From an optimization exercise on the open Yosys and OpenROAD flow, aimed at small area; shortcuts taken in it are not production practice.
In this exercise RTL edits were held to simulation tests only and were not proved equivalent to the original.
Power and IR drop assume default switching activity.

== the baseline ==
==> module vreg_writeback, before the edit <==
module vreg_writeback #(
    parameter int LANES = 16,
    parameter int W     = 32
) (
    input  wire logic               clk,
    input  wire logic               rst,
    input  wire logic               alu_valid,
    output      logic               alu_ready,
    input  wire logic [3:0]         alu_rd,
    input  wire logic               alu_vec,
    input  wire logic [LANES*W-1:0] alu_data,
    input  wire logic               mem_valid,
    output      logic               mem_ready,
    input  wire logic [3:0]         mem_rd,
    input  wire logic               mem_vec,
    input  wire logic [W-1:0]       mem_data,
    output      logic               we3,
    output      logic [3:0]         ra3,
    output      logic [LANES*W-1:0] wd3,
    output      logic               selec_v_s_w,
    output      logic               pend_valid,
    output      logic [3:0]         pend_rd,
    output      logic               pend_vec,
    output      logic               pc_drop
);
    localparam logic [3:0] PC_REG = 4'd15;
    logic [3:0]              cnt_q;
    logic                    pwr_q;
    logic                    mwr_q;
    logic [3:0]              rd_q;
    logic                    vec_q;
    logic [LANES*W-1:0]      buf_q;      
    logic [LANES*W-1:0]      wd3_q;
    logic [3:0]              ra3_q;
    logic                    sel_q;
    logic                    we3_q;
    logic                    drop_q;
    logic                    ready_w;
    logic                    mem_acc_w;
    logic                    first_w;
    logic                    last_w;
    logic                    g_valid_w;
    logic                    g_vec_w;
    logic [3:0]              g_rd_w;
    logic                    g_drop_w;
    logic                    vsel_m_w;
    logic                    vsel_a_w;
    logic [LANES*W-1:0]      wd3_d;
    logic                    shift_w;
    logic                    hold_w;
    logic [LANES*W-1:0]      buf_d;
    assign ready_w   = !rst && !pwr_q;
    assign mem_acc_w = mem_valid && ready_w;
    assign first_w   = (cnt_q == 4'd0);
    assign last_w    = first_w ? !mem_vec : (cnt_q == 4'd15);
    assign alu_ready = ready_w;
    assign mem_ready = ready_w;
    assign g_valid_w = pwr_q || (alu_valid && ready_w);
    assign g_vec_w   = pwr_q ? vec_q : alu_vec;
    assign g_rd_w    = pwr_q ? rd_q  : alu_rd;
    assign g_drop_w  = !g_vec_w && (g_rd_w == PC_REG);
    always_ff @(posedge clk) begin
        if (rst) begin
            cnt_q  <= 4'd0;
            pwr_q  <= 1'b0;
            mwr_q  <= 1'b0;
            we3_q  <= 1'b0;
            drop_q <= 1'b0;
        end else begin
            if (mem_acc_w && (!first_w || mem_vec))
                cnt_q <= cnt_q + 4'd1;
            pwr_q  <= mem_acc_w && last_w;
            mwr_q  <= pwr_q;
            we3_q  <= g_valid_w && !g_drop_w;
            drop_q <= g_valid_w && g_drop_w;
        end
    end
    always_ff @(posedge clk) begin
        if (mem_acc_w && first_w) begin
            rd_q  <= mem_rd;
            vec_q <= mem_vec;
        end
        buf_q <= buf_d;
        wd3_q <= wd3_d;
        ra3_q <= g_rd_w;
        sel_q <= g_vec_w;
    end
    assign shift_w = mem_valid && !pwr_q;
    assign hold_w  = !shift_w && (pwr_q || !first_w);
    assign buf_d   = ({(LANES*W){shift_w}} & {mem_data, buf_q[LANES*W-1:W]})
                   | ({(LANES*W){hold_w}}  & buf_q);
    assign pend_valid  = pwr_q || mwr_q || !first_w;
    assign pend_rd     = pend_valid ? rd_q : 4'd0;
    assign pend_vec    = pend_valid && vec_q;
    assign we3         = we3_q;
    assign pc_drop     = drop_q;
    assign ra3         = ra3_q;
    assign selec_v_s_w = sel_q;
    assign wd3         = wd3_q;
    assign vsel_m_w = pwr_q && vec_q;
    assign vsel_a_w = !pwr_q && alu_vec;
    assign wd3_d[LANES*W-1 -: W] = pwr_q ? buf_q[LANES*W-1 -: W] : alu_data[LANES*W-1 -: W];
    assign wd3_d[(LANES-1)*W-1:0] = ({((LANES-1)*W){vsel_m_w}} & buf_q[(LANES-1)*W-1:0])
                                  | ({((LANES-1)*W){vsel_a_w}} & alu_data[(LANES-1)*W-1:0]);
endmodule
Settings: LEC_CHECK=0, CAP_MARGIN=20, CORE_AREA=4 4 376 376, DIE_AREA=0 0 380 380, SLEW_MARGIN=20; clock period 4.0 ns.
standard.sh (not shown) runs the stock make flow with config.mk's settings and CLKGATE_MAP_FILE= SYNTH_SCRIPT=/design/flow/synth_recipe.tcl, a recipe that flattens the netlist after the stock synthesis.
==> flow/flow/run.sh <==
#!/bin/bash
# Standard ORFS layout with two changes that only affect cell choice:
#  - port buffers use the smallest buffer (buf_1) instead of the default
#  - clock tree built from clkbuf_4/clkbuf_8 with smaller sink clusters and
#    no dummy loads
set -euo pipefail
export BUFFER_PORTS_ARGS="-buffer_cell sky130_fd_sc_hd__buf_1"
export CTS_ARGS="-sink_clustering_enable -repair_clock_nets -dont_use_dummy_load -sink_clustering_size 16 -sink_clustering_max_diameter 60 -buf_list {sky130_fd_sc_hd__clkbuf_4 sky130_fd_sc_hd__clkbuf_8}"
bash standard.sh > standard.log 2>&1
[inputs] the candidate vs the baseline
-- flow/design.v --
<<< the baseline, line 48
    logic                    vsel_a_w;
    logic [LANES*W-1:0]      wd3_d;
    logic                    shift_w;
    logic                    hold_w;
    logic [LANES*W-1:0]      buf_d;
    assign ready_w   = !rst && !pwr_q;
    assign mem_acc_w = mem_valid && ready_w;
>>> the candidate, line 48
    logic                    vsel_a_w;
    logic [LANES*W-1:0]      wd3_d;
    assign ready_w   = !rst && !pwr_q;
    assign mem_acc_w = mem_valid && ready_w;
<<< the baseline, line 82
            vec_q <= mem_vec;
        end
        buf_q <= buf_d;
        wd3_q <= wd3_d;
        ra3_q <= g_rd_w;
        sel_q <= g_vec_w;
    end
    assign shift_w = mem_valid && !pwr_q;
    assign hold_w  = !shift_w && (pwr_q || !first_w);
    assign buf_d   = ({(LANES*W){shift_w}} & {mem_data, buf_q[LANES*W-1:W]})
                   | ({(LANES*W){hold_w}}  & buf_q);
    assign pend_valid  = pwr_q || mwr_q || !first_w;
    assign pend_rd     = pend_valid ? rd_q : 4'd0;
>>> the candidate, line 79
            vec_q <= mem_vec;
        end
        if (mem_valid && !pwr_q)
            buf_q <= {mem_data, buf_q[LANES*W-1:W]};
        wd3_q <= wd3_d;
        ra3_q <= g_rd_w;
        sel_q <= g_vec_w;
    end
    assign pend_valid  = pwr_q || mwr_q || !first_w;
    assign pend_rd     = pend_valid ? rd_q : 4'd0;
==> results.txt <==
- Looking at cell count after placement across the candidate and the baseline, the one that comes out lower is the candidate.
- More vias were needed by the baseline than by the candidate.
- Going from the baseline to the candidate, number of enable-type register cells in the synthesized netlist grows by 512.
- The candidate vs. the baseline: clock share of power fell by 2.3 points, share of the clock period used by the worst path after layout fell by 2.6 points, compound-cell area share of the yosys netlist fell by 14 points.
- Summary of the candidate over the baseline: buffer and inverter count on the worst path moved down; area of the die stayed essentially flat; post-route met1 wirelength moved down; sequential portion of the cell area +13 points; clock skew went down by 0.012 ns.
- Summary: with the baseline as the reference, number of buffers created by CTS in the candidate moved down by a few percent.
- Power dissipated by switching net loads: the candidate vs the baseline down 0.29 mW


rev 12:
Another version of the RTL of vreg_writeback (not shown whole).
Size in the first run: ~1000 flip-flops, about 1100 I/O pins.
==> module vreg_writeback, before the edit <==
module vreg_writeback #(
    parameter int LANES = 16,
    parameter int W     = 32
) (
    input  wire logic               clk,
    input  wire logic               rst,
    input  wire logic               alu_valid,
    output      logic               alu_ready,
    input  wire logic [3:0]         alu_rd,
    input  wire logic               alu_vec,
    input  wire logic [LANES*W-1:0] alu_data,
    input  wire logic               mem_valid,
    output      logic               mem_ready,
    input  wire logic [3:0]         mem_rd,
    input  wire logic               mem_vec,
    input  wire logic [W-1:0]       mem_data,
    output      logic               we3,
    output      logic [3:0]         ra3,
    output      logic [LANES*W-1:0] wd3,
    output      logic               selec_v_s_w,
    output      logic               pend_valid,
    output      logic [3:0]         pend_rd,
    output      logic               pend_vec,
    output      logic               pc_drop
);
    localparam logic [3:0] PC_REG = 4'd15;
    logic [3:0]              cnt_q;
    logic                    pwr_q;
    logic                    mwr_q;
    logic [3:0]              rd_q;
    logic                    vec_q;
    logic [LANES*W-1:0]      buf_q;      
    logic [LANES*W-1:0]      wd3_q;
    logic [3:0]              ra3_q;
    logic                    sel_q;
    logic                    we3_q;
    logic                    drop_q;
    logic                    ready_w;
    logic                    mem_acc_w;
    logic                    first_w;
    logic                    last_w;
    logic                    g_valid_w;
    logic                    g_vec_w;
    logic [3:0]              g_rd_w;
    logic                    g_drop_w;
    logic                    vsel_m_w;
    logic                    vsel_a_w;
    logic                    asel_w;
    logic [LANES*W-1:0]      wd3_d;
    logic                    shift_w;
    logic                    hold_w;
    logic [LANES*W-1:0]      buf_d;
    assign ready_w   = !rst && !pwr_q;
    assign mem_acc_w = mem_valid && ready_w;
    assign first_w   = (cnt_q == 4'd0);
    assign last_w    = first_w ? !mem_vec : (cnt_q == 4'd15);
    assign alu_ready = ready_w;
    assign mem_ready = ready_w;
    assign g_valid_w = pwr_q || (alu_valid && ready_w);
    assign g_vec_w   = pwr_q ? vec_q : alu_vec;
    assign g_rd_w    = pwr_q ? rd_q  : alu_rd;
    assign g_drop_w  = !g_vec_w && (g_rd_w == PC_REG);
    always_ff @(posedge clk) begin
        if (rst) begin
            cnt_q  <= 4'd0;
            pwr_q  <= 1'b0;
            mwr_q  <= 1'b0;
            we3_q  <= 1'b0;
            drop_q <= 1'b0;
        end else begin
            if (mem_acc_w && (!first_w || mem_vec))
                cnt_q <= cnt_q + 4'd1;
            pwr_q  <= mem_acc_w && last_w;
            mwr_q  <= pwr_q;
            we3_q  <= g_valid_w && !g_drop_w;
            drop_q <= g_valid_w && g_drop_w;
        end
    end
    always_ff @(posedge clk) begin
        if (mem_acc_w && first_w) begin
            rd_q  <= mem_rd;
            vec_q <= mem_vec;
        end
        buf_q <= buf_d;
        wd3_q <= wd3_d;
        ra3_q <= ({4{pwr_q}} & rd_q) | ({4{asel_w}} & alu_rd);
        sel_q <= vsel_m_w || vsel_a_w;
    end
    assign shift_w = mem_valid && !pwr_q;
    assign hold_w  = !shift_w && (pwr_q || !first_w);
    assign buf_d   = ({(LANES*W){shift_w}} & {mem_data, buf_q[LANES*W-1:W]})
                   | ({(LANES*W){hold_w}}  & buf_q);
    assign pend_valid  = pwr_q || mwr_q || !first_w;
    assign pend_rd     = pend_valid ? rd_q : 4'd0;
    assign pend_vec    = pend_valid && vec_q;
    assign we3         = we3_q;
    assign pc_drop     = drop_q;
    assign ra3         = ra3_q;
    assign selec_v_s_w = sel_q;
    assign wd3         = wd3_q;
    assign asel_w   = !pwr_q && alu_valid;
    assign vsel_m_w = pwr_q && vec_q;
    assign vsel_a_w = asel_w && alu_vec;
    assign wd3_d[LANES*W-1 -: W] = ({W{pwr_q}} & buf_q[LANES*W-1 -: W])
                                 | ({W{asel_w}} & alu_data[LANES*W-1 -: W]);
    assign wd3_d[(LANES-1)*W-1:0] = ({((LANES-1)*W){vsel_m_w}} & buf_q[(LANES-1)*W-1:0])
                                  | ({((LANES-1)*W){vsel_a_w}} & alu_data[(LANES-1)*W-1:0]);
endmodule
Settings: LEC_CHECK=0, CAP_MARGIN=20, CORE_AREA=4 4 376 376, DIE_AREA=0 0 380 380, SLEW_MARGIN=20; clock period 4.0 ns.
Scripts as last shown in full above: flow/flow/run.sh
For rev 13, these inputs were changed with respect to rev 12:
diff --git a/flow/design.v b/flow/design.v
--- a/flow/design.v
+++ b/flow/design.v
@@ -24,11 +24,11 @@
     output      logic               pend_vec,
     output      logic               pc_drop
 );
     localparam logic [3:0] PC_REG = 4'd15;
-    logic [3:0]              cnt_q;
-    logic                    pwr_q;
-    logic                    mwr_q;
+    logic [3:0]              cnt_q, cnt_d;
+    logic                    pwr_q, pwr_d;
+    logic                    pend_q, pend_d;
     logic [3:0]              rd_q;
     logic                    vec_q;
     logic [LANES*W-1:0]      buf_q;      
     logic [LANES*W-1:0]      wd3_q;
@@ -39,8 +39,10 @@
     logic                    ready_w;
     logic                    mem_acc_w;
     logic                    first_w;
     logic                    last_w;
+    logic                    start_w;
+    logic                    keep_w;
     logic                    g_valid_w;
     logic                    g_vec_w;
     logic [3:0]              g_rd_w;
     logic                    g_drop_w;
@@ -54,8 +56,13 @@
     assign ready_w   = !rst && !pwr_q;
     assign mem_acc_w = mem_valid && ready_w;
     assign first_w   = (cnt_q == 4'd0);
     assign last_w    = first_w ? !mem_vec : (cnt_q == 4'd15);
+    assign start_w   = mem_acc_w && first_w;
+    assign cnt_d  = (mem_acc_w && (!first_w || mem_vec)) ? cnt_q + 4'd1 : cnt_q;
+    assign pwr_d  = mem_acc_w && last_w;
+    assign pend_d = !rst && ((cnt_d != 4'd0) || pwr_d || pwr_q);
+    assign keep_w = !start_w && pend_d;
     assign alu_ready = ready_w;
     assign mem_ready = ready_w;
     assign g_valid_w = pwr_q || (alu_valid && ready_w);
     assign g_vec_w   = pwr_q ? vec_q : alu_vec;
@@ -64,25 +71,21 @@
     always_ff @(posedge clk) begin
         if (rst) begin
             cnt_q  <= 4'd0;
             pwr_q  <= 1'b0;
-            mwr_q  <= 1'b0;
             we3_q  <= 1'b0;
             drop_q <= 1'b0;
         end else begin
-            if (mem_acc_w && (!first_w || mem_vec))
-                cnt_q <= cnt_q + 4'd1;
-            pwr_q  <= mem_acc_w && last_w;
-            mwr_q  <= pwr_q;
+            cnt_q  <= cnt_d;
+            pwr_q  <= pwr_d;
             we3_q  <= g_valid_w && !g_drop_w;
             drop_q <= g_valid_w && g_drop_w;
         end
     end
     always_ff @(posedge clk) begin
-        if (mem_acc_w && first_w) begin
-            rd_q  <= mem_rd;
-            vec_q <= mem_vec;
-        end
+        pend_q <= pend_d;
+        rd_q   <= ({4{start_w}} & mem_rd)  | ({4{keep_w}} & rd_q);
+        vec_q  <= (start_w && mem_vec) || (keep_w && vec_q);
         buf_q <= buf_d;
         wd3_q <= wd3_d;
         ra3_q <= ({4{pwr_q}} & rd_q) | ({4{asel_w}} & alu_rd);
         sel_q <= vsel_m_w || vsel_a_w;
@@ -90,11 +93,11 @@
     assign shift_w = mem_valid && !pwr_q;
     assign hold_w  = !shift_w && (pwr_q || !first_w);
     assign buf_d   = ({(LANES*W){shift_w}} & {mem_data, buf_q[LANES*W-1:W]})
                    | ({(LANES*W){hold_w}}  & buf_q);
-    assign pend_valid  = pwr_q || mwr_q || !first_w;
-    assign pend_rd     = pend_valid ? rd_q : 4'd0;
-    assign pend_vec    = pend_valid && vec_q;
+    assign pend_valid  = pend_q;
+    assign pend_rd     = rd_q;
+    assign pend_vec    = vec_q;
     assign we3         = we3_q;
     assign pc_drop     = drop_q;
     assign ra3         = ra3_q;
     assign selec_v_s_w = sel_q;
==> results.txt <==
NOTE: core utilization in rev 13 exceeds that of rev 12. Between rev 13 and rev 12, the difference in share of final-layout standard cells stronger than drive strength 1 is negligible. Delta (rev 13 minus rev 12): worst hold slack after final layout +0.036 ns; sequential fraction of total cell area decreased 0.49 points. Sort rev 13 and rev 12 by first-iteration DRC count, descending, and rev 12 comes first. Looking at startpoint of the most critical setup path, the cnt_q[0]$_SDFFE_PP0P_ result is from rev 12; the pwr_q$_SDFF_PP0_ one comes from rev 13. Re area of the multi-input gates: rev 13 is about 1.3% up on rev 12. [compare] base=rev 12 new=rev 13: final cell count without fillers grew by 26; maximum frequency rose 49 MHz; largest incremental delay on the critical path has increased.

-- separate check: timing with driven ports --
No port has a modelled driver above. Below, the same layouts with a new extraction and two added sets of constraints.
Step 1 assumes that a clkbuf_16 drives the clock port and a buf_2 every other input.
Step 2 moves the port delays by t, midway between the first and last clock arrival at a register: inputs arrive t later, outputs are due t later. That takes back most of the time a late clock gives input paths.
Three values: ideal ports, drivers, drivers and shift; two values: the first two.
run	t (ns)	setup slack, ns	worst setup path after step 2	pins driven straight from the clock port
the baseline	0.829	0.606 / 0.525 / 1.354	register to output	1
the candidate	0.776	0.711 / 0.656 / 1.351	register to register	1
rev 12	0.814	0.619 / 0.544 / 1.358	register to output	1
rev 13	0.803	1.102 / 1.026 / 1.461	input to register	1
After both steps setup and hold are still met in every run listed.
